Source: an optimization exercise on an open RTL-to-GDS flow (aim: small area, a short achievable clock period and few clock cycles per item). Production flows keep margins and buffers that such runs may drop. The RTL was checked by simulation tests, not by an equivalence proof against the original design.

==> flow/design.v, too long to show whole: its modules and the start of the top module <==
// module gemv_dot_pipe: 2613 lines
// module gemv_dot_fin: 859 lines
// module gemv_stream_engine: 118 lines
module gemv_stream_engine
#(
  parameter int unsigned SZ     = gemv_pkg::SZ_DEF,
  parameter int unsigned DW     = gemv_pkg::DW_DEF,
  parameter int unsigned N_ROWS = gemv_pkg::N_ROWS_DEF,
  parameter int unsigned AW     = gemv_pkg::gemv_aw(SZ, DW),
  localparam int unsigned IW    = (N_ROWS > 1) ? $clog2(N_ROWS) : 1
) (
  input  logic             clk,
  input  logic             rst_n,
  input  logic             start_i,
  input  logic             accum_i,
  input  logic [SZ*DW-1:0] w_i,
  input  logic             a_valid_i,
  output logic             a_ready_o,
  input  logic [SZ*DW-1:0] a_row_i,
  output logic             o_valid_o,
  input  logic             o_ready_i,
  output logic [DW-1:0]    o_data_o,
  output logic [IW-1:0]    o_idx_o,
  output logic             busy_o,
  output logic             done_o,
  output logic             ovf_o
);
  // ...
==> flow/flow/run.sh <==
#!/bin/bash
# The standard layout with two changes:
#  - the port buffers are buf_4 cells instead of the buffer_ports default (a
#    slow delay cell that the resizer cannot swap out);
#  - after the standard synthesis, inverter pairs around full adders are
#    removed by flipping the adders' polarity (flow/invpush.py); registers
#    and everything else are left as the standard synthesis made them.
set -euo pipefail
export BUFFER_PORTS_ARGS="-buffer_cell sky130_fd_sc_hd__buf_4"
bash standard.sh synth > standard_synth.log 2>&1
NET=orfs/results/sky130hd/gemv_stream_engine/base/1_2_yosys.v
cp $NET yosys_netlist_orig.v
python3 flow/invpush.py yosys_netlist_orig.v $NET > invpush.log 2>&1
bash standard.sh finish > standard_finish.log 2>&1
==> flow/flow/invpush.py <==
#!/usr/bin/env python3
"""Remove inverters around full adders in a flat Yosys netlist.

A full adder is self-dual: FA(~a, ~b, ~c) = (~cout, ~sum). Flipping the
polarity of a full adder therefore lets it absorb inverters on its inputs and
on the loads of its outputs, at the price of new inverters where a signal of
the other polarity is not already at hand. Flips that lower the number of
inverters are applied greedily until none is left. Registers are untouched.

usage: invpush.py IN.v OUT.v
"""
import re, sys
from collections import defaultdict

src = open(sys.argv[1]).read()
m = re.search(r'^module .*?;\n', src, re.M | re.S)
head_end = m.end()
endm = src.rindex('endmodule')
body = src[head_end:endm]

cell_re = re.compile(r'^  (sky130_fd_sc_hd__\w+) (\\\S+ |\S+) \((.*?)\n  \);\n', re.M | re.S)
pin_re = re.compile(r'\.(\w+)\(((?:\\\S+ )|[^()]*)\)')

cells = {}      # name -> [type, {pin: net}]
order = []
first = None
other = []      # non-cell text chunks, kept in place before the cells
pos = 0
for cm in cell_re.finditer(body):
    if first is None:
        first = cm.start()
    typ, name, pins = cm.group(1), cm.group(2), cm.group(3)
    conns = {}
    for p, n in pin_re.findall(pins):
        conns[p] = n.strip()
    cells[name] = [typ, conns]
    order.append(name)
    assert first == cm.start() or not body[pos:cm.start()].strip(), body[pos:cm.start()][:200]
    pos = cm.end()
pre = body[:first]
post = body[pos:]
assert not cell_re.search(post)
assert 'assign' not in pre + post, 'assign statements not handled'

ports = set()
for pm in re.finditer(r'^\s*(input|output|inout)\s+(\[(\d+):(\d+)\]\s+)?(\S+);', pre, re.M):
    nm = pm.group(5)
    if pm.group(2):
        hi, lo = int(pm.group(3)), int(pm.group(4))
        for b in range(min(hi, lo), max(hi, lo) + 1):
            ports.add(f'{nm}[{b}]')
    ports.add(nm)

OUTP = {'X', 'Y', 'Q', 'Q_N', 'SUM', 'COUT', 'HI', 'LO'}


def is_inv(t):
    return re.match(r'sky130_fd_sc_hd__(clk)?inv_\d+$', t) is not None


def is_fa(t):
    return re.match(r'sky130_fd_sc_hd__fa_\d+$', t) is not None


drv = {}
loads = defaultdict(list)


def index():
    drv.clear()
    loads.clear()
    for name, (typ, conns) in cells.items():
        for p, n in conns.items():
            if p in OUTP:
                drv[n] = (name, p)
            else:
                loads[n].append((name, p))


def inv_of(n):
    """An existing inverter whose input is net n."""
    for c, p in loads[n]:
        if is_inv(cells[c][0]):
            return c
    return None


def removable_inv_load(c, o):
    typ, conns = cells[c]
    return is_inv(typ) and conns['Y'] not in ports


def delta(f):
    typ, conns = cells[f]
    d = 0
    for p in ('A', 'B', 'CIN'):
        n = conns[p]
        if n in drv and is_inv(cells[drv[n][0]][0]):
            if n not in ports and len(loads[n]) == 1:
                d -= 1
        elif not inv_of(n):
            d += 1
    for p in ('SUM', 'COUT'):
        o = conns[p]
        ld = loads[o]
        invs = [c for c, _ in ld if removable_inv_load(c, o)]
        d -= len(invs)
        if len(ld) > len(invs) or o in ports:
            d += 1
    return d


uid = [0]
new_wires = []


def fresh():
    uid[0] += 1
    n = f'_ip{uid[0]}_'
    new_wires.append(n)
    return n


def add_inv(a, y):
    uid[0] += 1
    name = f'_ipinv{uid[0]}_'
    cells[name] = ['sky130_fd_sc_hd__inv_1', {'A': a, 'Y': y}]
    order.append(name)
    return name


def rename_net(old, new):
    for c, p in list(loads[old]):
        cells[c][1][p] = new


def flip(f):
    typ, conns = cells[f]
    for p in ('A', 'B', 'CIN'):
        n = conns[p]
        if n in drv and is_inv(cells[drv[n][0]][0]):
            i = drv[n][0]
            conns[p] = cells[i][1]['A']
            if n not in ports and len(loads[n]) == 1:
                del cells[i]
                order.remove(i)
        else:
            j = inv_of(n)
            if j:
                conns[p] = cells[j][1]['Y']
            else:
                y = fresh()
                add_inv(n, y)
                conns[p] = y
        index()
    for p in ('SUM', 'COUT'):
        o = conns[p]
        ld = list(loads[o])
        onew = fresh()
        conns[p] = onew
        rest = False
        for c, q in ld:
            if removable_inv_load(c, o):
                t = cells[c][1]['Y']
                del cells[c]
                order.remove(c)
                index()
                rename_net(t, onew)
            else:
                rest = True
        if rest or o in ports:
            add_inv(onew, o)
        index()


index()
n0 = sum(1 for t, _ in cells.values() if is_inv(t))
changed = True
while changed:
    changed = False
    for f in list(order):
        if f in cells and is_fa(cells[f][0]) and delta(f) < 0:
            flip(f)
            changed = True
n1 = sum(1 for t, _ in cells.values() if is_inv(t))
print(f'invpush: inverters {n0} -> {n1}', file=sys.stderr)

out = [src[:head_end], pre]
for w in new_wires:
    out.append(f'  wire {w};\n')
for name in order:
    typ, conns = cells[name]
    pins = ',\n'.join(f'    .{p}({n if not n.startswith(chr(92)) else n + " "})' for p, n in conns.items())
    out.append(f'  {typ} {name} (\n{pins}\n  );\n')
out.append(post)
out.append(src[endm:])
open(sys.argv[2], 'w').write(''.join(out))
==> flow/standard.sh <==
#!/bin/bash
# synth_recipe.tcl (not shown) runs the flow's synth.tcl, then flattens the netlist and writes it again
# the make line also repeats each setting of config.mk as NAME=value (left out here)
make -C /OpenROAD-flow-scripts/flow DESIGN_CONFIG=/design/flow/config.mk WORK_HOME=/design/flow/orfs CLKGATE_MAP_FILE= SYNTH_SCRIPT=/design/flow/synth_recipe.tcl "${@:-finish}"
==> flow/config.mk <==
export PLATFORM = sky130hd
export DESIGN_NAME = gemv_stream_engine
export DESIGN_NICKNAME = gemv_stream_engine
export VERILOG_FILES = /design/flow/design.v
export SDC_FILE = /design/flow/constraint.sdc
export NUM_CORES = 4
export LEC_CHECK = 0
export ABC_AREA = 1
export CAP_MARGIN = 20
export CORE_MARGIN = 2
export CORE_UTILIZATION = 40
export SETUP_SLACK_MARGIN = 4.0
export SLEW_MARGIN = 20
==> flow/constraint.sdc <==
create_clock -name core_clock -period 9.0 [get_ports {clk}]
set_input_delay 1.8000 -clock core_clock [delete_from_list [all_inputs] [get_ports {clk}]]
set_output_delay 1.8000 -clock core_clock [all_outputs]
set_load 0.01 [all_outputs]
==> out/results.tsv, run 1 <==
metric	value	unit
tightest_slew	1100	ps
clk_share	2.92	%
largest_reg_flops	99	
hold_class	reg2reg	
multi_input_area_share	58.2	%
grt_pass1_vias	20900	
flops_and_latches	227	
synth_nets	3103	
via_per_inst	5.58	
signal_buffers	356	
end_kind	output port	
grt.met1_usage	40.6	%
worstHoldStart	acc_a_q[29]	
finalSetupViolations	0	
diodes	0	
whs	418	ps
drc	0	
synth_area_per_cell	10.6	um^2
status	finished clean	
syn2layout_area_growth	21.9	%
setup_ws	3500	ps
whs_endpoint	acc_b_q[29]	
multi_input_area	0.0187	mm^2
rsz0062_at_grt	yes	
ctsResizeCount	147	
max_stage_delay	550	ps
wl_met2	43300	um
cts_inserted_buffers	29	
Testbench counts, summed over its fixed seeds: cycles 16,000, items 9,600.
==> run 2, diff against run 1 <==
--- a/flow/config.mk
+++ b/flow/config.mk
@@ -11,3 +11,3 @@
 export CORE_UTILIZATION = 40
-export SETUP_SLACK_MARGIN = 4.0
+export SETUP_SLACK_MARGIN = 3.5
 export SLEW_MARGIN = 20
==> out/results.tsv, run 2 <==
metric	value	unit	change
status	finished clean		unchanged
cts.path.max_buffers	3		unchanged
critical_path.most_common_cell	fa_1		
crit_fanout	16		was 7
drc	0		unchanged
top_register	mid_q		unchanged
worstPathArrival	5840	ps	was 3700 ps
largest_reg_flops	99		unchanged
max_stage_delay	550	ps	about the same
yosysWarnings	1		unchanged
final_cell_mix	fa_1, xor2_1, o22ai_1		was xor2_1, fa_1, buf_4
grt_util_all_layers	28.6	%	was 28.7%
cpLargestDelayFamily	adder cells		unchanged
cts_tree	done		unchanged
ctsHoldBuffers	0		unchanged
slew_headroom	31.7	%	was 26.0%
via_count	19400		was 20200
max_cap_violations	0		unchanged
biggestRegsByFlops	mid_q (99), w_q (48)		unchanged
synth_cells	2490		unchanged
critPathSlowestCell	fa_1		unchanged
grt_pass1_vias	20000		was 20900
cp_num_buf_inv	4		was 3
whs	419	ps	was 418 ps
port_buffers	124		unchanged
dr.pass1.iters	6		was 8
syn_area	0.0264	mm^2	unchanged
max_freq	182	MHz	about the same
cts_inserted_buffers	30		was 29
clock_latency	610	ps	about the same
end_kind	flop		was output port
pre_cts_slack	2840	ps	was 3020 ps
synth_area_per_cell	10.6	um^2	unchanged
worst_setup_path_start_kind	primary input		was flop
hold_class	reg2reg		unchanged
nFillCells	6106		was 5911
grt_max_degree	75		was 171
fin_crit	5510	ps	was 5500 ps
totalWireLength	95800	um	was 97100 um
clkSlewWorstSetupHoldPaths	50	ps	was 60 ps
core_region_area	0.0655	mm^2	unchanged
post-route-period-util	61.2	%	was 61.1%
finalSetupViolations	0		unchanged
die_w	261	um	unchanged
grt_pass1_wl	140000	um	was 141000 um
grt_antenna_before_repair	0		unchanged
grt-ovfl-total	0		unchanged
drive_above_1_share	13.5	%	was 27.5%
die_height	261	um	unchanged
hpwlAfterDp	75200	um	was 72700 um
finalHoldViolCount	0		unchanged
cts_root_buf	clkbuf_16		unchanged
multi_input_area	0.0178	mm^2	was 0.0187 mm^2
critPathKind	in2reg		was reg2out
synth_nets	3103		unchanged
regArea	0.00677	mm^2	unchanged
fp.dieArea	0.0680	mm^2	unchanged
initial_core_util	40.2	%	unchanged
wl_per_cell	27.8	um	was 26.8 um
cts_max_level	1		unchanged
layout_commonest_cell	fa_1		was xor2_1
first_iter_violations	2288		was 2107
via_per_inst	5.61		was 5.58
fin_setup_tns	0	ps	unchanged
rsz0062_at_grt	yes		unchanged
io_pins	125		unchanged
gp_congestion	0.995		was 0.971
drtAntennaViolNets	0		unchanged
slew_viol_final	0		unchanged
finClkSkew	16.8	ps	was 23.1 ps
rows	94		unchanged
syn2layout_area_growth	12.2	%	was 21.9%
diodes	0		unchanged
tightest_slew	1020	ps	was 1100 ps
clkSinkCount	227		unchanged
fin_nets	3177		was 3348
worstPathRequired	9330	ps	was 7200 ps
cp_cell_sequence	buf_4, inv_1, o22ai_1, xor2_1, fa_2, fa_1, fa_1, inv_1, fa_1, fa_1, inv_1, fa_1		was fa_2, ha_4, fa_1, nand4_1, nor3_2, nand2_1, nor2_4, nand3_2, nand2_4, inv_8, nand3_4, buf_12, nand2_2, buf_6
setup_ws	3490	ps	was 3500 ps
-- run 2: what timing repair did --
action,in CTS,in global routing
setup endpoints to repair,40,34
setup buffers,22,7
cloned,2,0
pin swaps,22,9
gates resized for setup,55,27
-- run 2: through the flow --
stage	utilization, %	cell area (um^2)	instances
floorplan	-	26500	2490
global placement	42.7	28000	3365
detailed placement	42.8	28000	3365
CTS	44.9	29400	3444
global route	45.1	29600	3451
finish	45.1	29600	3451
-- run 2: cell type report --
class                   count  share of cell area (%)
flip-flops and latches    227                    22.9
well taps                 864                    3.66
multi-input cells        1739                    60.0
repair buffers            185                    4.82
inverters                 380                    5.09
clock buffers              36                    2.61
clock inverters            19                   0.867
repair inverters            1                  0.0169
-- run 2: path summary, 6_finish.rpt --
check	startpoint	slack [ps]	endpoint	cells past startpoint
max in group asynchronous	rst_n	7840	ovf_q	1
setup / recovery	a_row_i[24]	3490	mid_q[56]	12
setup reg to reg	w_q[39]	3540	mid_q[41]	10
hold / removal	acc_a_q[7]	420	acc_b_q[7]	0
min in group asynchronous	rst_n	1010	pend_q	1
hold reg to reg	acc_a_q[7]	420	acc_b_q[7]	0
-- run 2: routing by layer --
layer / wire, um / up-vias / track usage, %
met5: 0 / - / 0
met4: 3180 / 0 / 8.10
met3: 7390 / 131 / 4.70
met2: 42500 / 919 / 43.4
met1: 42800 / 9988 / 42.3
li1: - / 8312 / -
==> run 3, diff against run 2 <==
--- a/flow/config.mk
+++ b/flow/config.mk
@@ -10,3 +10,3 @@
 export CORE_MARGIN = 2
-export CORE_UTILIZATION = 40
+export CORE_UTILIZATION = 60
 export SETUP_SLACK_MARGIN = 3.5
==> out/results.tsv, run 3 <==
metric	value	unit	change
tightest_slew	1150	ps	was 1020 ps
die_w	214	um	was 261 um
first_iter_violations	2795		was 2288
drtAntennaViolNets	0		unchanged
cp_num_buf_inv	3		was 4
placed_cells	3086		was 3365
fin_cells	3162		was 3451
reg2reg_to	mid_q[56]		was mid_q[41]
drive_above_1_share	12.9	%	was 13.5%
crit_fanout	7		was 16
worstHoldStart	acc_a_q[26]		was acc_a_q[7]
die_height	214	um	was 261 um
core_region_area	0.0432	mm^2	was 0.0655 mm^2
dr.pass1.iters	6		unchanged
grt-ovfl-total	0		unchanged
final_cell_mix	fa_1, xor2_1, o22ai_1		unchanged
cts_inserted_buffers	28		was 30
io_pins	125		unchanged
slew_viol_final	0		unchanged
gp_congestion	1.01		was 0.995
syn_area	0.0264	mm^2	unchanged
cts.path.max_buffers	3		unchanged
diodes	0		unchanged
hold_depth	0		unchanged
biggestRegsByFlops	mid_q (99), w_q (48)		unchanged
rsz0062_at_grt	yes		unchanged
clock_latency	610	ps	about the same
grt_max_degree	170		was 75
rows	76		was 94
whs	418	ps	was 419 ps
max_cap_violations	0		unchanged
synth_area_per_cell	10.6	um^2	unchanged
fin_nets	3169		was 3177
largest_reg_flops	99		unchanged
grt_antenna_before_repair	1		was 0
critPathSlowestCell	fa_2		was fa_1
r2r_start	w_q[35]		was w_q[39]
grt_util_all_layers	40.8	%	was 28.6%
cts_max_level	1		unchanged
grt_pass1_vias	20300		was 20000
clkSinkCount	227		unchanged
end_kind	output port		was flop
status	finished clean		unchanged
cpLargestDelayFamily	adder cells		unchanged
via_per_inst	6.28		was 5.61
wl_per_cell	28.7	um	was 27.8 um
fp.dieArea	0.0456	mm^2	was 0.0680 mm^2
synth_nets	3103		unchanged
via_count	19900		was 19400
initial_core_util	61.1	%	was 40.2%
synth_cells	2490		unchanged
finClkSkew	40.2	ps	was 16.8 ps
slew_headroom	22.8	%	was 31.7%
finalHoldViolCount	0		unchanged
drc	0		unchanged
fin_setup_tns	0	ps	unchanged
grt_pass1_wl	132000	um	was 140000 um
max_stage_delay	520	ps	was 550 ps
clkSlewWorstSetupHoldPaths	60	ps	was 50 ps
worstPathRequired	7200	ps	was 9330 ps
cp_cell_sequence	fa_2, ha_2, fa_1, nand4_1, nor3_2, nand2_1, nor2_4, nand3_2, nand2_4, inv_8, nand3_4, buf_12, nand2_2, buf_4		was buf_4, inv_1, o22ai_1, xor2_1, fa_2, fa_1, fa_1, inv_1, fa_1, fa_1, inv_1, fa_1
worst_setup_path_start_kind	flop		was primary input
rr_worst_depth	12		was 10
totalWireLength	90800	um	was 95800 um
whs_endpoint	acc_b_q[26]		was acc_b_q[7]
finalSetupViolations	0		unchanged
port_buffers	124		unchanged
cts_tree	done		unchanged
post-route-period-util	62.1	%	was 61.2%
syn2layout_area_growth	10.1	%	was 12.2%
rrSetupSlack	3530	ps	was 3540 ps
ctsHoldBuffers	0		unchanged
cp.depth	14		was 12
worstPathArrival	3790	ps	was 5840 ps
hpwlAfterDp	69200	um	was 75200 um
max_freq	179	MHz	was 182 MHz
critPathKind	reg2out		was in2reg
cts_root_buf	clkbuf_16		unchanged
yosysWarnings	1		unchanged
layout_commonest_cell	fa_1		unchanged
fin_crit	5590	ps	was 5510 ps
hold_class	reg2reg		unchanged
top_register	mid_q		unchanged
[run 3: timing repair]
action / 4_1_cts / 5_1_grt
resized for setup: 20 / 35
cloned: 1 / 0
setup endpoints to repair: 23 / 28
buffers inserted: 7 / 17
pin swaps: 11 / 4
[run 3: area by class of cell]
class                   instances  area (um^2)
multi-input cells            1739        17700
fillers                      3354        14100
flip-flops and latches        227         6770
inverters                     380         1490
repair buffers                180         1400
clock buffers                  32          779
well taps                     585          732
clock inverters                19          183
[run 3: per-layer routing]
metal  share of wire (%)  vias up  track usage [%]
li1                    -     8279                -
met1                  38     9977             55.2
met2                  44     1364             61.5
met3                  12      233             10.6
met4                 6.3        2             20.9
met5              0.0077        -                0
[run 3: worst reg2reg max path, cell delays in order, from the launching register on]
cell and delay (ps):
edfxtp_1 880, clkinv_2 560, o21ai_1 260, buf_4 280, o22ai_1 120, xor2_1 190
fa_1 480, fa_1 510, fa_1 420, fa_1 500, fa_1 520, inv_1 50
fa_1 440
[run 3: worst max-delay path by stage]
stage	endpoint	slack, ps	start
CTS	o_data_o[13]	3500	mid_q[92]
detailed placement	mid_q[56]	2900	a_row_i[11]
global route	o_data_o[3]	3330	mid_q[12]
global placement	mid_q[56]	2910	a_row_i[3]
finish	o_data_o[3]	3410	mid_q[80]
floorplan	mid_q[56]	3500	a_row_i[14]
[run 3: per-stage QoR]
step	util, %	area [um^2]	setup WS, ps
final	67.2	29000	3410
after global routing	67.2	29000	3330
after CTS	66.7	28800	3500
after detailed placement	64.1	27700	2900
after global placement	64.1	27700	2910
after floorplan	-	26500	3500
==> run 4, diff against run 3 <==
==> flow/flow/run.sh (replaced) <==
#!/bin/bash
# The standard layout with two changes:
#  - the port buffers are buf_2 cells instead of the buffer_ports default (a
#    slow delay cell that the resizer cannot swap out);
#  - after the standard synthesis, inverters around full and half adders are
#    removed by flipping full adders' polarity and rebuilding half adders that
#    take inverted inputs (flow/invpush2.py); registers and all other cells are
#    left as the standard synthesis made them.
set -euo pipefail
export BUFFER_PORTS_ARGS="-buffer_cell sky130_fd_sc_hd__buf_2"
bash standard.sh synth > standard_synth.log 2>&1
NET=orfs/results/sky130hd/gemv_stream_engine/base/1_2_yosys.v
cp $NET yosys_netlist_orig.v
python3 flow/invpush2.py yosys_netlist_orig.v $NET > invpush.log 2>&1
bash standard.sh finish > standard_finish.log 2>&1
==> flow/flow/invpush2.py (new file) <==
#!/usr/bin/env python3
"""Remove inverters around full and half adders in a flat Yosys netlist.

A full adder is self-dual: FA(~a, ~b, ~c) = (~cout, ~sum). So each full adder
may be flipped: it then takes its inputs inverted and gives its outputs
inverted. A half adder whose two inputs are both inverted can be rebuilt as
xor2 + nor2 of the inverted inputs (the same area): (~a ^ ~b, ~(~a | ~b)).
Every inverter tree hanging off a signal is collapsed into at most one
inverter, and the flips are chosen (greedy descent plus annealing) to need as
few inverters as possible. Registers, ports and all other cells are kept.

usage: invpush2.py IN.v OUT.v
"""
import re, sys, random, math
from collections import defaultdict

src = open(sys.argv[1]).read()
m = re.search(r'^module .*?;\n', src, re.M | re.S)
head_end = m.end()
endm = src.rindex('endmodule')
body = src[head_end:endm]

cell_re = re.compile(r'^  (sky130_fd_sc_hd__\w+) (\\\S+ |\S+) \((.*?)\n  \);\n', re.M | re.S)
pin_re = re.compile(r'\.(\w+)\(((?:\\\S+ )|[^()]*)\)')

cells = {}
order = []
first = None
pos = 0
for cm in cell_re.finditer(body):
    if first is None:
        first = cm.start()
    assert first == cm.start() or not body[pos:cm.start()].strip(), body[pos:cm.start()][:200]
    typ, name, pins = cm.group(1), cm.group(2), cm.group(3)
    cells[name] = [typ, {p: n.strip() for p, n in pin_re.findall(pins)}]
    order.append(name)
    pos = cm.end()
pre = body[:first]
post = body[pos:]
assert not post.strip() or 'sky130' not in post
assert 'assign' not in pre + post, 'assign statements not handled'

ports = set()
for pm in re.finditer(r'^\s*(input|output|inout)\s+(\[(\d+):(\d+)\]\s+)?(\S+);', pre, re.M):
    nm = pm.group(5)
    if pm.group(2):
        hi, lo = int(pm.group(3)), int(pm.group(4))
        for b in range(min(hi, lo), max(hi, lo) + 1):
            ports.add(f'{nm}[{b}]')
    ports.add(nm)

OUTP = {'X', 'Y', 'Q', 'Q_N', 'SUM', 'COUT', 'HI', 'LO'}
is_inv = lambda t: re.match(r'sky130_fd_sc_hd__(clk)?inv_\d+$', t) is not None
is_fa = lambda t: re.match(r'sky130_fd_sc_hd__fa_\d+$', t) is not None
is_ha = lambda t: re.match(r'sky130_fd_sc_hd__ha_\d+$', t) is not None

drv = {}
loads = defaultdict(list)
for name, (typ, conns) in cells.items():
    for p, n in conns.items():
        if p in OUTP:
            drv[n] = (name, p)
        else:
            loads[n].append((name, p))

# Trace every non-inverter input pin back through inverters to its source.
src_of = {}          # (cell, pin) -> (source net, parity)
tree = defaultdict(list)   # source net -> [(cell, pin, parity)]
tree_invs = defaultdict(set)
fixed = set()
for name, (typ, conns) in cells.items():
    if is_inv(typ):
        continue
    for p, n in conns.items():
        if p in OUTP:
            continue
        par = 0
        invs = []
        net = n
        while net in drv and is_inv(cells[drv[net][0]][0]):
            invs.append(drv[net][0])
            if net in ports:
                break
            net = cells[drv[net][0]][1]['A']
            par ^= 1
        src_of[(name, p)] = (net, par)
        tree[net].append((name, p, par))
        tree_invs[net].update(invs)
# inverter trees that reach a port, or a constant source, are left alone
for name, (typ, conns) in cells.items():
    if is_inv(typ):
        y = conns['Y']
        net = y
        while net in drv and is_inv(cells[drv[net][0]][0]):
            if net in ports:
                # find its source
                s = net
                while s in drv and is_inv(cells[drv[s][0]][0]):
                    s = cells[drv[s][0]][1]['A']
                fixed.add(s)
                break
            net = cells[drv[net][0]][1]['A']
for s in list(tree):
    if s.startswith(("1'", "0'")) or s not in drv and s not in ports:
        fixed.add(s)
    if s in drv and is_inv(cells[drv[s][0]][0]):
        fixed.add(s)
    if s in ports and s not in drv:
        pass  # primary input: fine as a source
# inverters whose output feeds nothing tracked (dangling) keep their trees fixed
for name, (typ, conns) in cells.items():
    if is_inv(typ) and not loads[conns['Y']] and conns['Y'] not in ports:
        s = conns['A']
        while s in drv and is_inv(cells[drv[s][0]][0]):
            s = cells[drv[s][0]][1]['A']
        fixed.add(s)

fas = [n for n in order if is_fa(cells[n][0])]
has = [n for n in order if is_ha(cells[n][0])]
flip = {n: 0 for n in fas + has}


fa_drv = {s: drv[s][0] for s in tree if s in drv and is_fa(cells[drv[s][0]][0])}


def avail(s):
    d = fa_drv.get(s)
    return flip[d] if d else 0


def need(c, par):
    return par ^ (flip[c] if c in flip else 0)


def cost_src(s):
    if s in fixed:
        return 0
    a = avail(s)
    return 1 if any(need(c, par) ^ a for c, p, par in tree[s]) else 0


# sources touched by each flippable cell
touch = defaultdict(set)
for s, lst in tree.items():
    for c, p, par in lst:
        if c in flip:
            touch[c].add(s)
    if s in drv and drv[s][0] in flip and is_fa(cells[drv[s][0]][0]):
        touch[drv[s][0]].add(s)
for h in has:   # a half adder only flips when both inputs share a source polarity change
    pass


def ha_ok(h):
    return True


def orig_cost():
    n = 0
    for s in tree:
        if s not in fixed:
            n += len(tree_invs[s])
    return n


def total():
    return sum(cost_src(s) for s in tree)


def delta(c):
    ss = touch[c]
    before = sum(cost_src(s) for s in ss)
    flip[c] ^= 1
    after = sum(cost_src(s) for s in ss)
    flip[c] ^= 1
    return after - before


n_before = orig_cost()
cur = total()
random.seed(int(__import__("os").environ.get("IP_SEED", "1")))
cands = fas + has
best = cur
best_flip = dict(flip)
T = 1.0
for it in range(int(__import__("os").environ.get("IP_IT", "60"))):
    improved = False
    for c in cands:
        d = delta(c)
        if d < 0 or (d == 0 and random.random() < 0.3) or (d > 0 and random.random() < math.exp(-d / T)):
            flip[c] ^= 1
            cur += d
            if d < 0:
                improved = True
            if cur < best:
                best = cur
                best_flip = dict(flip)
    T *= 0.85
flip.update(best_flip)
# final greedy descent
changed = True
while changed:
    changed = False
    for c in cands:
        if delta(c) < 0:
            flip[c] ^= 1
            changed = True
cur = total()
print(f'invpush2: inverters in movable trees {n_before} -> {cur}; '
      f'flipped FA {sum(flip[c] for c in fas)}, HA {sum(flip[c] for c in has)}', file=sys.stderr)

# Rebuild.
for s, invs in tree_invs.items():
    if s in fixed:
        continue
    for i in invs:
        if i in cells:
            del cells[i]
order = [n for n in order if n in cells]
uid = [0]
new_wires = []


def fresh(prefix):
    uid[0] += 1
    n = f'_{prefix}{uid[0]}_'
    return n


for s, lst in tree.items():
    if s in fixed:
        continue
    a = avail(s)
    inv_net = None
    for c, p, par in lst:
        if need(c, par) ^ a:
            if inv_net is None:
                inv_net = fresh('ipn')
                new_wires.append(inv_net)
                iname = fresh('ipinv')
                cells[iname] = ['sky130_fd_sc_hd__inv_1', {'A': s, 'Y': inv_net}]
                order.append(iname)
            cells[c][1][p] = inv_net
        else:
            cells[c][1][p] = s
# Half adders taking inverted inputs become xor2 + nor2.
for h in has:
    if flip[h]:
        typ, conns = cells[h]
        del cells[h]
        i = order.index(h)
        x = fresh('ipx')
        y = fresh('ipo')
        cells[x] = ['sky130_fd_sc_hd__xor2_1', {'A': conns['A'], 'B': conns['B'], 'X': conns['SUM']}]
        cells[y] = ['sky130_fd_sc_hd__nor2_1', {'A': conns['A'], 'B': conns['B'], 'Y': conns['COUT']}]
        order[i:i+1] = [x, y]

out = [src[:head_end], pre]
for w in new_wires:
    out.append(f'  wire {w};\n')
for name in order:
    typ, conns = cells[name]
    pins = ',\n'.join(f'    .{p}({n + " " if n.startswith(chr(92)) else n})' for p, n in conns.items())
    out.append(f'  {typ} {name} (\n{pins}\n  );\n')
out.append(post)
out.append(src[endm:])
open(sys.argv[2], 'w').write(''.join(out))
n_inv = sum(1 for t, _ in cells.values() if is_inv(t))
print(f'invpush2: inverter cells now {n_inv}', file=sys.stderr)
--- a/flow/config.mk
+++ b/flow/config.mk
@@ -10,3 +10,4 @@
 export CORE_MARGIN = 2
-export CORE_UTILIZATION = 60
+export CORE_UTILIZATION = 40
+export CTS_BUF_LIST = sky130_fd_sc_hd__clkbuf_4 sky130_fd_sc_hd__clkbuf_8
 export SETUP_SLACK_MARGIN = 3.5
removed: flow/flow/invpush.py
==> out/results.tsv, run 4 <==
metric	value	unit	change
via_per_inst	5.67		was 6.28
max_freq	176	MHz	was 179 MHz
setup_ws	3300	ps	was 3410 ps
drive_above_1_share	14.7	%	was 12.9%
hpwlAfterDp	71800	um	was 69200 um
cts_max_level	2		was 1
grt_max_degree	87		was 170
crit_start	mid_q[90]		was mid_q[80]
synth_cells	2424		was 2490
tightest_slew	1100	ps	was 1150 ps
clock_latency	650	ps	was 610 ps
grt_antenna_before_repair	2		was 1
syn2layout_area_growth	11.8	%	was 10.1%
io_pins	125		unchanged
cts.path.max_buffers	3		unchanged
whs	413	ps	was 418 ps
reg2reg_to	mid_q[41]		was mid_q[56]
dr.pass1.iters	6		unchanged
end_kind	output port		unchanged
status	finished clean		unchanged
yosysWarnings	1		unchanged
syn_area	0.0258	mm^2	was 0.0264 mm^2
worstPathRequired	7200	ps	about the same
rrSetupSlack	3690	ps	was 3530 ps
endpoint	o_data_o[1]		was o_data_o[3]
clkSinkCount	227		unchanged
rr_worst_depth	10		was 12
totalWireLength	91300	um	was 90800 um
post-route-period-util	63.3	%	was 62.1%
slew_headroom	26.7	%	was 22.8%
cts_inserted_buffers	43		was 28
rsz0062_at_grt	yes		unchanged
nFillCells	6014		was 3354
grt-ovfl-total	0		unchanged
rows	93		was 76
biggestRegsByFlops	mid_q (99), w_q (48)		unchanged
crit_fanout	6		was 7
largest_reg_flops	99		unchanged
slew_viol_final	0		unchanged
layout_commonest_cell	fa_1		unchanged
critPathKind	reg2out		unchanged
initial_core_util	40.3	%	was 61.1%
ctsHoldBuffers	0		unchanged
pre_cts_slack	2800	ps	was 2900 ps
fin_cells	3437		was 3162
drc	0		unchanged
top_register	mid_q		unchanged
grt_util_all_layers	27.6	%	was 40.8%
worst_setup_path_start_kind	flop		unchanged
die_w	258	um	was 214 um
fin_crit	5700	ps	was 5590 ps
final_cell_mix	fa_1, xor2_1, o22ai_1		unchanged
gp_congestion	1.02		was 1.01
via_count	19500		was 19900
fin_nets	3130		was 3169
finalHoldViolCount	0		unchanged
fp.dieArea	0.0666	mm^2	was 0.0456 mm^2
max_cap_violations	0		unchanged
fin_setup_tns	0	ps	unchanged
port_buffers	124		unchanged
cts_tree	done		unchanged
finClkSkew	56.7	ps	was 40.2 ps
grt_pass1_wl	134000	um	was 132000 um
synth_area_per_cell	10.7	um^2	was 10.6 um^2
clkSlewWorstSetupHoldPaths	60	ps	about the same
core_region_area	0.0641	mm^2	was 0.0432 mm^2
grt_pass1_vias	19600		was 20300
first_iter_violations	2376		was 2795
worstPathArrival	3900	ps	was 3790 ps
r2r_start	w_q[43]		was w_q[35]
die_height	258	um	was 214 um
wl_per_cell	26.6	um	was 28.7 um
placed_cells	3290		was 3086
synth_nets	3002		was 3103
hold_class	reg2reg		unchanged
finalSetupViolations	0		unchanged
drtAntennaViolNets	0		unchanged
cts_root_buf	clkbuf_8		was clkbuf_16
## run 4: changes by cell type in the layout (fill, tap and decap cells not counted), moves of 6 or more
cell        before  now
buf_2            0  114
buf_4          175   94
inv_1          345  288
clkbuf_8         0   43
ha_1            84   47
nor2_1          91  125
clkbuf_16       31    0
inv_2           16    1
buf_6            2   14
clkinv_1         4   11
clkinvlp_4      14   21
nand2_2         25   19
## run 4: what timing repair did
action / 4_1_cts / 5_1_grt
hold endpoints to repair: 0 / 0
pin swaps: 17 / 8
buffers inserted: 17 / 53
cloned: 1 / 0
resized for setup: 36 / 45
endpoints found under the setup margin: 41 / 31
## run 4: metal layers
metal / vias up / GRT usage (%) / share of wire (%)
met5: - / 0 / 0
met4: 0 / 8.70 / 3.5
met3: 146 / 4.07 / 8.2
met2: 1047 / 42.4 / 45
met1: 9987 / 40.3 / 43
li1: 8295 / - / -
## run 4: worst max-delay path, stage by stage, from the launching register on
cell        delay, ps
edfxtp_1          400
fa_2              540
ha_4              180
fa_1              480
nand2_1            60
a21oi_2           100
nand2_1            70
nor2_1             80
nand2_1           110
nor2_4            200
nand3_2           130
nand2_4           150
clkinvlp_4        240
nand3_4           210
buf_12            150
nand2_4            60
buf_6             120
## run 4: worst min-delay path by stage
stage,start,end,slack (ps),depth (start not counted)
2_1_floorplan,acc_a_q[0],acc_b_q[0],400,0
3_3_place_gp,acc_a_q[32],acc_b_q[32],400,0
3_5_place_dp,acc_a_q[23],acc_b_q[23],400,0
4_1_cts,acc_a_q[0],acc_b_q[0],420,0
5_1_grt,acc_a_q[0],acc_b_q[0],420,0
6_report,acc_a_q[0],acc_b_q[0],410,0
## run 4: through the flow
step | utilization (%) | cell area (um^2)
6_report | 45.0 | 28900
5_1_grt | 45.0 | 28900
4_1_cts | 44.0 | 28200
3_5_place_dp | 42.3 | 27100
3_3_place_gp | 42.3 | 27100
2_1_floorplan | - | 25900
## run 4: final cells by class
type	instances	area, um^2	share of cell area, %
sequential	227	6770	23.4
timing repair buffer	227	1520	5.26
inverter	310	1240	4.30
clock buffer	48	629	2.18
clock inverter	25	194	0.672
antenna	2	5.00	0.0173
tap	855	1070	3.71
multi-input combinational	1743	17400	60.4
==> run 5, diff against run 4 <==
--- a/flow/flow/run.sh
+++ b/flow/flow/run.sh
@@ -2,3 +2,3 @@
 # The standard layout with two changes:
-#  - the port buffers are buf_2 cells instead of the buffer_ports default (a
+#  - the port buffers are buf_4 cells instead of the buffer_ports default (a
 #    slow delay cell that the resizer cannot swap out);
@@ -9,3 +9,3 @@
 set -euo pipefail
-export BUFFER_PORTS_ARGS="-buffer_cell sky130_fd_sc_hd__buf_2"
+export BUFFER_PORTS_ARGS="-buffer_cell sky130_fd_sc_hd__buf_4"
 bash standard.sh synth > standard_synth.log 2>&1
--- a/flow/config.mk
+++ b/flow/config.mk
@@ -11,4 +11,3 @@
 export CORE_UTILIZATION = 40
-export CTS_BUF_LIST = sky130_fd_sc_hd__clkbuf_4 sky130_fd_sc_hd__clkbuf_8
-export SETUP_SLACK_MARGIN = 3.5
+export SETUP_SLACK_MARGIN = 3.2
 export SLEW_MARGIN = 20
==> out/results.tsv, run 5 <==
metric	value	unit	change
status	finished clean		unchanged
worstPathArrival	6000	ps	was 3900 ps
fin_nets	3058		was 3130
grt_pass1_vias	19600		about the same
max_cap_violations	0		unchanged
first_iter_violations	2471		was 2376
drc	0		unchanged
hpwlAfterDp	73100	um	was 71800 um
finClkSkew	44.8	ps	was 56.7 ps
layout_commonest_cell	fa_1		unchanged
largest_reg_flops	99		unchanged
grt_pass1_wl	137000	um	was 134000 um
critPathKind	in2reg		was reg2out
synth_cells	2424		unchanged
end_kind	flop		was output port
core_region_area	0.0641	mm^2	unchanged
syn_area	0.0258	mm^2	unchanged
grt.met1_usage	40.0	%	was 40.3%
via_per_inst	5.69		was 5.67
nFillCells	5975		was 6014
rsz0062_at_grt	no		was yes
diodes	0		was 2
synth_area_per_cell	10.7	um^2	unchanged
busiest_layer	met2		unchanged
critPathSlowestCell	fa_1		was fa_2
biggestRegsByFlops	mid_q (99), w_q (48)		unchanged
slew_headroom	34.0	%	was 26.7%
grt_util_all_layers	28.3	%	was 27.6%
wl_per_cell	27.9	um	was 26.6 um
port_buffers	124		unchanged
critical_path.most_common_cell	fa_1		was nand2_1
initial_core_util	40.3	%	unchanged
cts_inserted_buffers	28		was 43
drive_above_1_share	11.2	%	was 14.7%
post-route-period-util	63.3	%	about the same
cts_tree	done		unchanged
grt_util_met3	5.09	%	was 4.07%
ctsHoldBuffers	0		unchanged
final_area	0.0287	mm^2	was 0.0289 mm^2
synth_nets	3002		unchanged
grt_antenna_before_repair	1		was 2
grt_use_met2	43.6	%	was 42.4%
slew_viol_final	0		unchanged
yosysWarnings	1		unchanged
placed_area	0.0274	mm^2	was 0.0271 mm^2
dr.pass1.iters	9		was 6
io_pins	125		unchanged
clkSinkCount	227		unchanged
fin_cells	3357		was 3437
cts_max_level	1		was 2
clkSlewWorstSetupHoldPaths	60	ps	about the same
worstPathRequired	9310	ps	was 7200 ps
via_count	19100		was 19500
die_height	258	um	unchanged
final_cell_mix	fa_1, xor2_1, o22ai_1		unchanged
drtAntennaViolNets	0		unchanged
setup_ws	3310	ps	was 3300 ps
rows	93		unchanged
final_util	44.8	%	was 45.0%
syn2layout_area_growth	11.2	%	was 11.8%
clock_latency	610	ps	was 650 ps
placed_cells	3288		was 3290
fin_crit	5690	ps	was 5700 ps
totalWireLength	93600	um	was 91300 um
hold_class	reg2reg		unchanged
max_stage_delay	610	ps	was 540 ps
finalHoldViolCount	0		unchanged
cts.path.max_buffers	3		unchanged
cp_cell_sequence	buf_4, inv_1, o22ai_1, xor2_1, fa_1, fa_1, fa_1, fa_1, fa_1, fa_1		was fa_2, ha_4, fa_1, nand2_1, a21oi_2, nand2_1, nor2_1, nand2_1, nor2_4, nand3_2, nand2_4, clkinvlp_4, nand3_4, buf_12, nand2_4, buf_6
max_freq	176	MHz	about the same
grt_max_degree	76		was 87
pre_cts_slack	2800	ps	about the same
cts_root_buf	clkbuf_16		was clkbuf_8
top_register	mid_q		unchanged
gp_congestion	0.952		was 1.02
crit_fanout	16		was 6
grt-ovfl-total	0		unchanged
fin_setup_tns	0	ps	unchanged
finalSetupViolations	0		unchanged
fp.dieArea	0.0666	mm^2	unchanged
die_w	258	um	unchanged
worst_setup_path_start_kind	primary input		was flop
tightest_slew	983	ps	was 1100 ps
==> run 5: path summary, 6_finish.rpt <==
check / start / end / slack [ps] / depth (start not counted)
max in group asynchronous: rst_n / in_cnt_q[0] / 7810 / 1
min: acc_a_q[27] / acc_b_q[27] / 420 / 0
max: a_row_i[9] / mid_q[56] / 3310 / 10
min reg2reg: acc_a_q[27] / acc_b_q[27] / 420 / 0
min in group asynchronous: rst_n / busy_q / 1050 / 1
max reg2reg: w_q[35] / mid_q[56] / 3370 / 13
==> run 5: area by class of cell <==
type | count | area [um^2] | share of cell area [%]
Multi-Input combinational cell | 1743 | 17400 | 60.5
Sequential cell | 227 | 6770 | 23.6
Timing Repair Buffer | 170 | 1280 | 4.46
Inverter | 310 | 1170 | 4.08
Tap cell | 855 | 1070 | 3.73
Clock buffer | 29 | 726 | 2.53
Clock inverter | 23 | 334 | 1.16
==> run 5: timing repair <==
item | in CTS | in global routing
setup endpoints to repair | 18 | 25
pin swaps | 5 | 6
cloned | 1 | 0
buffers inserted | 4 | 12
gates resized for setup | 9 | 18
==> run 5: stage by stage <==
step	hold WS [ps]
5_1_grt	423
4_1_cts	419
3_3_place_gp	401
3_5_place_dp	405
6_report	417
2_1_floorplan	400
==> run 5: critical path: cells and delay by family <==
kind / cells / cell delay [ps]
compound gates: 1 / 210
fa+ha+maj: 6 / 3050
buf+inv: 2 / 640
xor+xnor: 1 / 300
==> run 5: layer usage <==
metal / wire length (um) / vias up
li1: - / 8150
met1: 39500 / 9777
met2: 42200 / 1007
met3: 7860 / 170
met4: 3940 / 2
met5: 13 / -
==> run 6, diff against run 5 <==
--- a/flow/config.mk
+++ b/flow/config.mk
@@ -11,3 +11,3 @@
 export CORE_UTILIZATION = 40
-export SETUP_SLACK_MARGIN = 3.2
+export SETUP_SLACK_MARGIN = 3.8
 export SLEW_MARGIN = 20
==> out/results.tsv, run 6 <==
metric	value	unit	change
fin_setup_tns	0	ps	unchanged
tightest_slew	1030	ps	was 983 ps
cts_tree	done		unchanged
hpwlAfterDp	71800	um	was 73100 um
initial_core_util	40.3	%	unchanged
nFillCells	5931		was 5975
diodes	0		unchanged
drtAntennaViolNets	0		unchanged
hold_class	reg2reg		unchanged
setup_ws	3430	ps	was 3310 ps
wl_met1	40100	um	was 39500 um
cts_root_buf	clkbuf_16		unchanged
rrSetupSlack	3880	ps	was 3370 ps
whs	401	ps	was 417 ps
grt_pass1_wl	136000	um	was 137000 um
rr_worst_depth	10		was 13
multi_input_area	0.0177	mm^2	was 0.0174 mm^2
critPathKind	reg2out		was in2reg
dr.pass1.iters	6		was 9
wl_met2	42000	um	was 42200 um
grt_max_degree	92		was 76
grt_util_all_layers	28.1	%	was 28.3%
largest_reg_flops	99		unchanged
hold_depth	0		unchanged
worstPathRequired	7200	ps	was 9310 ps
placed_area	0.0277	mm^2	was 0.0274 mm^2
synth_nets	3002		unchanged
critical_path.most_common_cell	nand3_4		was fa_1
top_register	mid_q		unchanged
whs_endpoint	acc_b_q[28]		was acc_b_q[27]
biggestRegsByFlops	mid_q (99), w_q (48)		unchanged
fp.dieArea	0.0666	mm^2	unchanged
max_cap_violations	0		unchanged
post-route-period-util	61.9	%	was 63.3%
clkSinkCount	227		unchanged
port_buffers	124		unchanged
worstPathArrival	3770	ps	was 6000 ps
finClkSkew	27.3	ps	was 44.8 ps
slew_headroom	31.2	%	was 34.0%
core_region_area	0.0641	mm^2	unchanged
die_w	258	um	unchanged
max_stage_delay	530	ps	was 610 ps
worstHoldStart	acc_a_q[28]		was acc_a_q[27]
cts_max_level	1		unchanged
r2r_start	w_q[0]		was w_q[35]
clock_latency	610	ps	about the same
rows	93		unchanged
synth_cells	2424		unchanged
met3_wirelength	8120	um	was 7860 um
crit_fanout	8		was 16
finalHoldViolCount	0		unchanged
final_area	0.0305	mm^2	was 0.0287 mm^2
wl_per_cell	26.8	um	was 27.9 um
clkSlewWorstSetupHoldPaths	60	ps	about the same
syn_area	0.0258	mm^2	unchanged
critPathSlowestCell	fa_2		was fa_1
drc	0		unchanged
cts.path.max_buffers	3		unchanged
pre_cts_slack	3020	ps	was 2800 ps
die_height	258	um	unchanged
slew_viol_final	0		unchanged
layout_commonest_cell	xor2_1		was fa_1
syn2layout_area_growth	18.3	%	was 11.2%
synth_area_per_cell	10.7	um^2	unchanged
worst_setup_path_start_kind	flop		was primary input
status	finished clean		unchanged
final_cell_mix	xor2_1, fa_1, o22ai_1		was fa_1, xor2_1, o22ai_1
finalSetupViolations	0		unchanged
ctsHoldBuffers	0		unchanged
fin_crit	5570	ps	was 5690 ps
max_freq	180	MHz	was 176 MHz
fin_nets	3214		was 3058
end_kind	output port		was flop
drive_above_1_share	20.9	%	was 11.2%
final_util	47.6	%	was 44.8%
via_count	19800		was 19100
regArea	0.00677	mm^2	unchanged
rsz0062_at_grt	yes		was no
grt_antenna_before_repair	1		unchanged
cts_inserted_buffers	29		was 28
io_pins	125		unchanged
grt-ovfl-total	0		unchanged
gp_congestion	0.990		was 0.952
via_per_inst	5.63		was 5.69
first_iter_violations	2369		was 2471
yosysWarnings	1		unchanged
maxUsedRoutingLayer	met5		unchanged
grt_pass1_vias	20000		was 19600
totalWireLength	94200	um	was 93600 um
reg2reg_to	mid_q[50]		was mid_q[56]
cp_cell_sequence	fa_2, ha_1, fa_1, nand3b_1, nor3_2, nand2_1, nor2_4, nand3_4, nand2_8, clkinvlp_4, buf_12, nand3_4, nand2_2, buf_6		was buf_4, inv_1, o22ai_1, xor2_1, fa_1, fa_1, fa_1, fa_1, fa_1, fa_1
==> run 6: metrics by stage <==
| stage | std cells |
|---|---|
| 4_1_cts | 3430 |
| 5_1_grt | 3513 |
| 3_5_place_dp | 3286 |
| 3_3_place_gp | 3286 |
| 6_report | 3513 |
| 2_1_floorplan | 2424 |
==> run 6: layout make-up <==
type / instances / area share [%]
multi-input combinational: 1743 / 58.1
sequential: 227 / 22.1
timing repair buffer: 323 / 8.76
inverter: 310 / 4.42
tap: 855 / 3.50
clock buffer: 36 / 2.46
clock inverter: 17 / 0.586
timing repair inverter: 2 / 0.0328
==> run 6: worst max path at each step <==
| stage | endpoint | from | depth (start not counted) |
|---|---|---|---|
| 2_1_floorplan | mid_q[56] | a_row_i[24] | 10 |
| 3_3_place_gp | mid_q[56] | a_row_i[7] | 10 |
| 3_5_place_dp | mid_q[56] | a_row_i[15] | 11 |
| 4_1_cts | o_data_o[2] | mid_q[86] | 15 |
| 5_1_grt | o_data_o[3] | mid_q[84] | 16 |
| 6_report | o_data_o[4] | mid_q[48] | 14 |
==> run 6: what timing repair did <==
action | CTS | global route
resized for setup | 64 | 56
pin swaps | 20 | 21
setup endpoints to repair | 62 | 37
gates cloned | 2 | 2
setup buffers | 89 | 81
==> run 6: routing by layer <==
metal	vias to the layer above	track usage, %
met5	-	0
met4	2	9.60
met3	158	5.13
met2	996	43.2
met1	10100	40.2
li1	8463	-
==> run 6: critical path: cells and delay by family (launching register included) <==
kind                     cells  cell delay, ps
adder cells (fa/ha/maj)      3            1280
buffers and inverters        3             420
flip-flops                   1             400
AND/OR/NAND/NOR              8            1040
==> run 7, diff against run 6 <==
--- a/flow/config.mk
+++ b/flow/config.mk
@@ -11,3 +11,3 @@
 export CORE_UTILIZATION = 40
-export SETUP_SLACK_MARGIN = 3.8
+export SETUP_SLACK_MARGIN = 3.5
 export SLEW_MARGIN = 20
==> out/results.tsv, run 7 <==
metric	value	unit	change
status	finished clean		unchanged
cts.path.max_buffers	3		unchanged
final_cell_mix	fa_1, xor2_1, o22ai_1		was xor2_1, fa_1, o22ai_1
yosysWarnings	1		unchanged
finalSetupViolations	0		unchanged
clkSlewWorstSetupHoldPaths	60	ps	about the same
slew_viol_final	0		unchanged
cp_num_buf_inv	3		unchanged
whs_endpoint	acc_b_q[27]		was acc_b_q[28]
crit_start	mid_q[91]		was mid_q[48]
layout_commonest_cell	fa_1		was xor2_1
first_iter_violations	2591		was 2369
critPathKind	reg2out		unchanged
nFillCells	5991		was 5931
via_per_inst	5.65		was 5.63
fin_crit	5570	ps	about the same
syn2layout_area_growth	12.2	%	was 18.3%
fp.dieArea	0.0666	mm^2	unchanged
io_pins	125		unchanged
tightest_slew	1020	ps	was 1030 ps
drc	0		unchanged
synth_nets	3002		unchanged
critical_path.most_common_cell	nand2_1		was nand3_4
grt-ovfl-total	0		unchanged
slew_headroom	32.2	%	was 31.2%
synth_area_per_cell	10.7	um^2	unchanged
grt_pass1_wl	133000	um	was 136000 um
rr_worst_depth	11		was 10
rrSetupSlack	3640	ps	was 3880 ps
grt_antenna_before_repair	0		was 1
totalWireLength	90700	um	was 94200 um
crit_fanout	8		unchanged
finClkSkew	39.8	ps	was 27.3 ps
syn_area	0.0258	mm^2	unchanged
cts_inserted_buffers	28		was 29
worstPathRequired	7200	ps	about the same
hold_class	reg2reg		unchanged
grt_util_all_layers	27.4	%	was 28.1%
gp_congestion	0.985		was 0.990
worstHoldStart	acc_a_q[27]		was acc_a_q[28]
post-route-period-util	61.9	%	about the same
top_register	mid_q		unchanged
worst_setup_path_start_kind	flop		unchanged
critPathSlowestCell	fa_1		was fa_2
clock_latency	610	ps	about the same
clkSinkCount	227		unchanged
fin_cells	3380		was 3513
die_w	258	um	unchanged
hpwlAfterDp	71800	um	about the same
synth_cells	2424		unchanged
dr.pass1.iters	6		unchanged
via_count	19100		was 19800
initial_core_util	40.3	%	unchanged
fin_nets	3082		was 3214
placed_cells	3285		was 3286
cts_root_buf	clkbuf_16		unchanged
diodes	0		unchanged
cts_max_level	1		unchanged
r2r_start	w_q[3]		was w_q[0]
reg2reg_to	mid_q[56]		was mid_q[50]
worstPathArrival	3770	ps	about the same
rsz0062_at_grt	yes		unchanged
max_cap_violations	0		unchanged
cp_cell_sequence	fa_1, ha_2, fa_1, nand2_1, a21oi_1, nand2_1, nor2_1, nand2_1, nor2_4, nand3_4, nand2_4, clkinvlp_4, buf_6, nand3_4, nand2_2, buf_4		was fa_2, ha_1, fa_1, nand3b_1, nor3_2, nand2_1, nor2_4, nand3_4, nand2_8, clkinvlp_4, buf_12, nand3_4, nand2_2, buf_6
largest_reg_flops	99		unchanged
grt_max_degree	75		was 92
drtAntennaViolNets	0		unchanged
port_buffers	124		unchanged
max_freq	180	MHz	about the same
pre_cts_slack	2900	ps	was 3020 ps
wl_per_cell	26.8	um	about the same
core_region_area	0.0641	mm^2	unchanged
finalHoldViolCount	0		unchanged
drive_above_1_share	12.8	%	was 20.9%
rows	93		unchanged
setup_ws	3430	ps	about the same
end_kind	output port		unchanged
max_stage_delay	510	ps	was 530 ps
cts_tree	done		unchanged
ctsHoldBuffers	0		unchanged
grt_pass1_vias	19600		was 20000
biggestRegsByFlops	mid_q (99), w_q (48)		unchanged
die_height	258	um	unchanged
fin_setup_tns	0	ps	unchanged
cpLargestDelayFamily	adder cells		unchanged
hold_depth	0		unchanged
-- run 7: through the flow --
step	util, %	hold slack [ps]	instance area, um^2
finish	45.2	418	29000
CTS	44.7	417	28600
global placement	42.7	401	27400
detailed placement	42.7	405	27400
floorplan	-	400	25900
global route	45.2	422	29000
-- run 7: how the worst max path moves through the flow --
stage                        to  slack [ps]  cells after the start
finish              o_data_o[1]        3430                     16
global route        o_data_o[2]        3310                     16
CTS                 o_data_o[2]        3410                     16
detailed placement    mid_q[56]        2900                     10
global placement      mid_q[56]        2890                     10
floorplan             mid_q[56]        3500                     11
-- run 7: layout make-up --
| cell class | instances | area [um^2] | share of cell area [%] |
|---|---|---|---|
| tap | 855 | 1070 | 3.69 |
| inverter | 310 | 1220 | 4.22 |
| clock inverter | 18 | 215 | 0.743 |
| clock buffer | 33 | 741 | 2.56 |
| timing repair buffer | 194 | 1540 | 5.30 |
| sequential | 227 | 6770 | 23.3 |
| multi-input combinational | 1743 | 17400 | 60.1 |
-- run 7: layer usage --
| layer | wire (um) | GRT usage [%] |
|---|---|---|
| met1 | 38700 | 39.4 |
| met2 | 39900 | 41.9 |
| met3 | 8360 | 5.14 |
| met4 | 3730 | 8.94 |
| met5 | 0 | 0 |
-- run 7: worst register-to-register path, stage by stage, from the launching register on --
cell and delay [ps]:
edfxtp_1 720, inv_1 500, o21ai_4 520, o22ai_1 150, xor2_1 190, fa_1 430
inv_1 160, fa_1 480, fa_1 480, fa_1 510, fa_1 540, fa_1 410
-- run 7: repair_timing --
item | in CTS | in global routing
gates resized for setup | 40 | 30
setup endpoints to repair | 40 | 40
pin swaps | 20 | 8
buffers inserted | 18 | 24
cloned | 1 | 0
==> run 8, diff against run 7 <==
--- a/flow/flow/run.sh
+++ b/flow/flow/run.sh
@@ -7,3 +7,4 @@
 #    take inverted inputs (flow/invpush2.py); registers and all other cells are
-#    left as the standard synthesis made them.
+#    left as the standard synthesis made them;
+#  - the resizer may swap cells for others of a different footprint.
 set -euo pipefail
@@ -14,2 +15,2 @@
 python3 flow/invpush2.py yosys_netlist_orig.v $NET > invpush.log 2>&1
-bash standard.sh finish > standard_finish.log 2>&1
+bash standard.sh MATCH_CELL_FOOTPRINT=0 finish > standard_finish.log 2>&1
==> out/results.tsv, run 8 <==
metric	value	unit	change
clock_latency	570	ps	was 610 ps
whs_endpoint	acc_b_q[7]		was acc_b_q[27]
grt_max_degree	92		was 75
rows	93		unchanged
cts_inserted_buffers	27		was 28
io_pins	125		unchanged
cts_tree	done		unchanged
dr.pass1.iters	6		unchanged
clkSlewWorstSetupHoldPaths	60	ps	about the same
crit_fanout	5		was 8
fin_nets	3108		was 3082
syn_area	0.0258	mm^2	unchanged
grt_pass1_vias	19700		was 19600
top_register	mid_q		unchanged
synth_nets	3002		unchanged
grt_antenna_before_repair	0		unchanged
worst_setup_path_start_kind	flop		unchanged
fp.dieArea	0.0666	mm^2	unchanged
drive_above_1_share	14.1	%	was 12.8%
largest_reg_flops	99		unchanged
die_height	258	um	unchanged
fin_crit	5620	ps	was 5570 ps
worstPathArrival	3820	ps	was 3770 ps
rr_worst_depth	13		was 11
core_region_area	0.0641	mm^2	unchanged
grt-ovfl-total	0		unchanged
cts.path.max_buffers	3		unchanged
final_util	45.5	%	was 45.2%
pre_cts_slack	2810	ps	was 2900 ps
yosysWarnings	1		unchanged
tightest_slew	920	ps	was 1020 ps
via_per_inst	5.68		was 5.65
r2r_start	w_q[9]		was w_q[3]
end_kind	output port		unchanged
layout_commonest_cell	fa_1		unchanged
synth_cells	2424		unchanged
final_cell_mix	fa_1, xor2_1, o22ai_1		unchanged
setup_ws	3380	ps	was 3430 ps
synth_area_per_cell	10.7	um^2	unchanged
slew_headroom	38.7	%	was 32.2%
wl_per_cell	26.9	um	was 26.8 um
max_cap_violations	0		unchanged
gp_congestion	0.985		about the same
port_buffers	124		unchanged
finalHoldViolCount	0		unchanged
hold_class	reg2reg		unchanged
syn2layout_area_growth	12.9	%	was 12.2%
rrSetupSlack	3650	ps	was 3640 ps
max_freq	178	MHz	was 180 MHz
grt_util_all_layers	27.5	%	was 27.4%
worstPathRequired	7200	ps	about the same
status	finished clean		unchanged
drc	0		unchanged
hold_depth	0		unchanged
die_w	258	um	unchanged
finClkSkew	11.5	ps	was 39.8 ps
reg2reg_to	mid_q[56]		unchanged
first_iter_violations	2447		was 2591
critPathKind	reg2out		unchanged
ctsHoldBuffers	0		unchanged
cts_max_level	1		unchanged
slew_viol_final	0		unchanged
hpwlAfterDp	71800	um	about the same
diodes	0		unchanged
clkSinkCount	227		unchanged
via_count	19300		was 19100
initial_core_util	40.3	%	unchanged
biggestRegsByFlops	mid_q (99), w_q (48)		unchanged
cts_root_buf	clkbuf_16		unchanged
drtAntennaViolNets	0		unchanged
fin_setup_tns	0	ps	unchanged
post-route-period-util	62.5	%	was 61.9%
whs	418	ps	about the same
rsz0062_at_grt	yes		unchanged
grt_pass1_wl	134000	um	was 133000 um
finalSetupViolations	0		unchanged
totalWireLength	91300	um	was 90700 um
worstHoldStart	acc_a_q[7]		was acc_a_q[27]
run 8: timing repair:
item / CTS / global route
pin swaps: 15 / 13
cloned: 0 / 2
gates resized for setup: 31 / 56
endpoints found under the setup margin: 41 / 35
buffers inserted: 24 / 46
run 8: metrics by stage:
| stage | instances | cell area, um^2 |
|---|---|---|
| final | 3401 | 29200 |
| after global routing | 3401 | 29200 |
| after CTS | 3353 | 28600 |
| after detailed placement | 3284 | 27400 |
| after global placement | 3283 | 27400 |
| after floorplan | 2424 | 25900 |
run 8: how the worst max path moves through the flow:
stage | start | endpoint | cells past startpoint
global route | mid_q[87] | o_data_o[2] | 14
CTS | mid_q[74] | o_data_o[6] | 14
finish | mid_q[62] | o_data_o[10] | 14
global placement | a_row_i[10] | mid_q[56] | 10
detailed placement | a_row_i[10] | mid_q[56] | 10
floorplan | a_row_i[26] | mid_q[56] | 10
run 8: routing by layer:
metal  vias up  part of all wire [%]  wire (um)  global-route usage (%)
met3       138                   9.1       8270                    4.79
met2      1067                    45      41000                    42.7
met4         0                   3.6       3260                    7.82
met1      9880                    43      38800                    39.6
met5         -                     0          0                       0
li1       8224                     -          -                       -
run 8: worst max-delay path, stage by stage, from the launching register on:
cell and delay (ps):
edfxtp_1 400, fa_1 520, ha_1 230, fa_1 500, nand4_1 170, nor3_2 150
nand2_1 110, nor2_4 170, nand3_2 130, nand2_4 140, clkinvlp_4 170, nand3_4 190
buf_8 170, o21ai_2 60, buf_4 140
run 8: area by class of cell:
class | instances | area, um^2
repair inverters | 1 | 5.00
clock buffers | 29 | 683
clock inverters | 16 | 175
inverters | 310 | 1270
fillers | 6011 | 35000
repair buffers | 221 | 1760
flip-flops and latches | 227 | 6770
multi-input cells | 1742 | 17400
well taps | 855 | 1070

==> what the ideal ports hide <==
No port has a modelled driver above. Below, the same layouts with a new extraction and two added sets of constraints. Step 1, drivers: a clkbuf_16 drives clk and a buf_2 each remaining input, both assumed. Step 2 also shifts input and output timing later by t, the mid clock arrival at the registers, as if the neighbouring blocks saw the same clock. a / b / c = ideal / step 1 / step 2; a / b = the first two.
| run | shift t [ns] | slack for setup (ns) | hold WS [ns] | slew at the worst register clock pin (ns) |
|---|---|---|---|---|
| run 1 | 0.661 | 3.505 / 3.443 / 3.202 | 0.418 / 0.418 / 0.418 | 0.08 / 0.08 |
| run 2 | 0.661 | 3.493 / 3.453 / 2.865 | 0.419 / 0.419 / 0.419 | 0.06 / 0.06 |
| run 3 | 0.652 | 3.411 / 3.351 / 2.898 | 0.418 / 0.418 / 0.418 | 0.07 / 0.07 |
| run 4 | 0.676 | 3.305 / 3.247 / 2.955 | 0.413 / 0.413 / 0.413 | 0.07 / 0.07 |
| run 5 | 0.645 | 3.305 / 3.294 / 2.698 | 0.417 / 0.417 / 0.417 | 0.07 / 0.07 |
| run 6 | 0.656 | 3.430 / 3.368 / 3.184 | 0.401 / 0.401 / 0.401 | 0.07 / 0.07 |
| run 7 | 0.650 | 3.429 / 3.364 / 2.979 | 0.418 / 0.418 / 0.418 | 0.07 / 0.07 |
| run 8 | 0.627 | 3.375 / 3.315 / 2.987 | 0.418 / 0.418 / 0.418 | 0.06 / 0.06 |
After both steps every run listed still meets setup and hold. The setup slack of run 2, which loses most, moves by -0.040 ns with the drivers and by -0.628 ns with both steps.
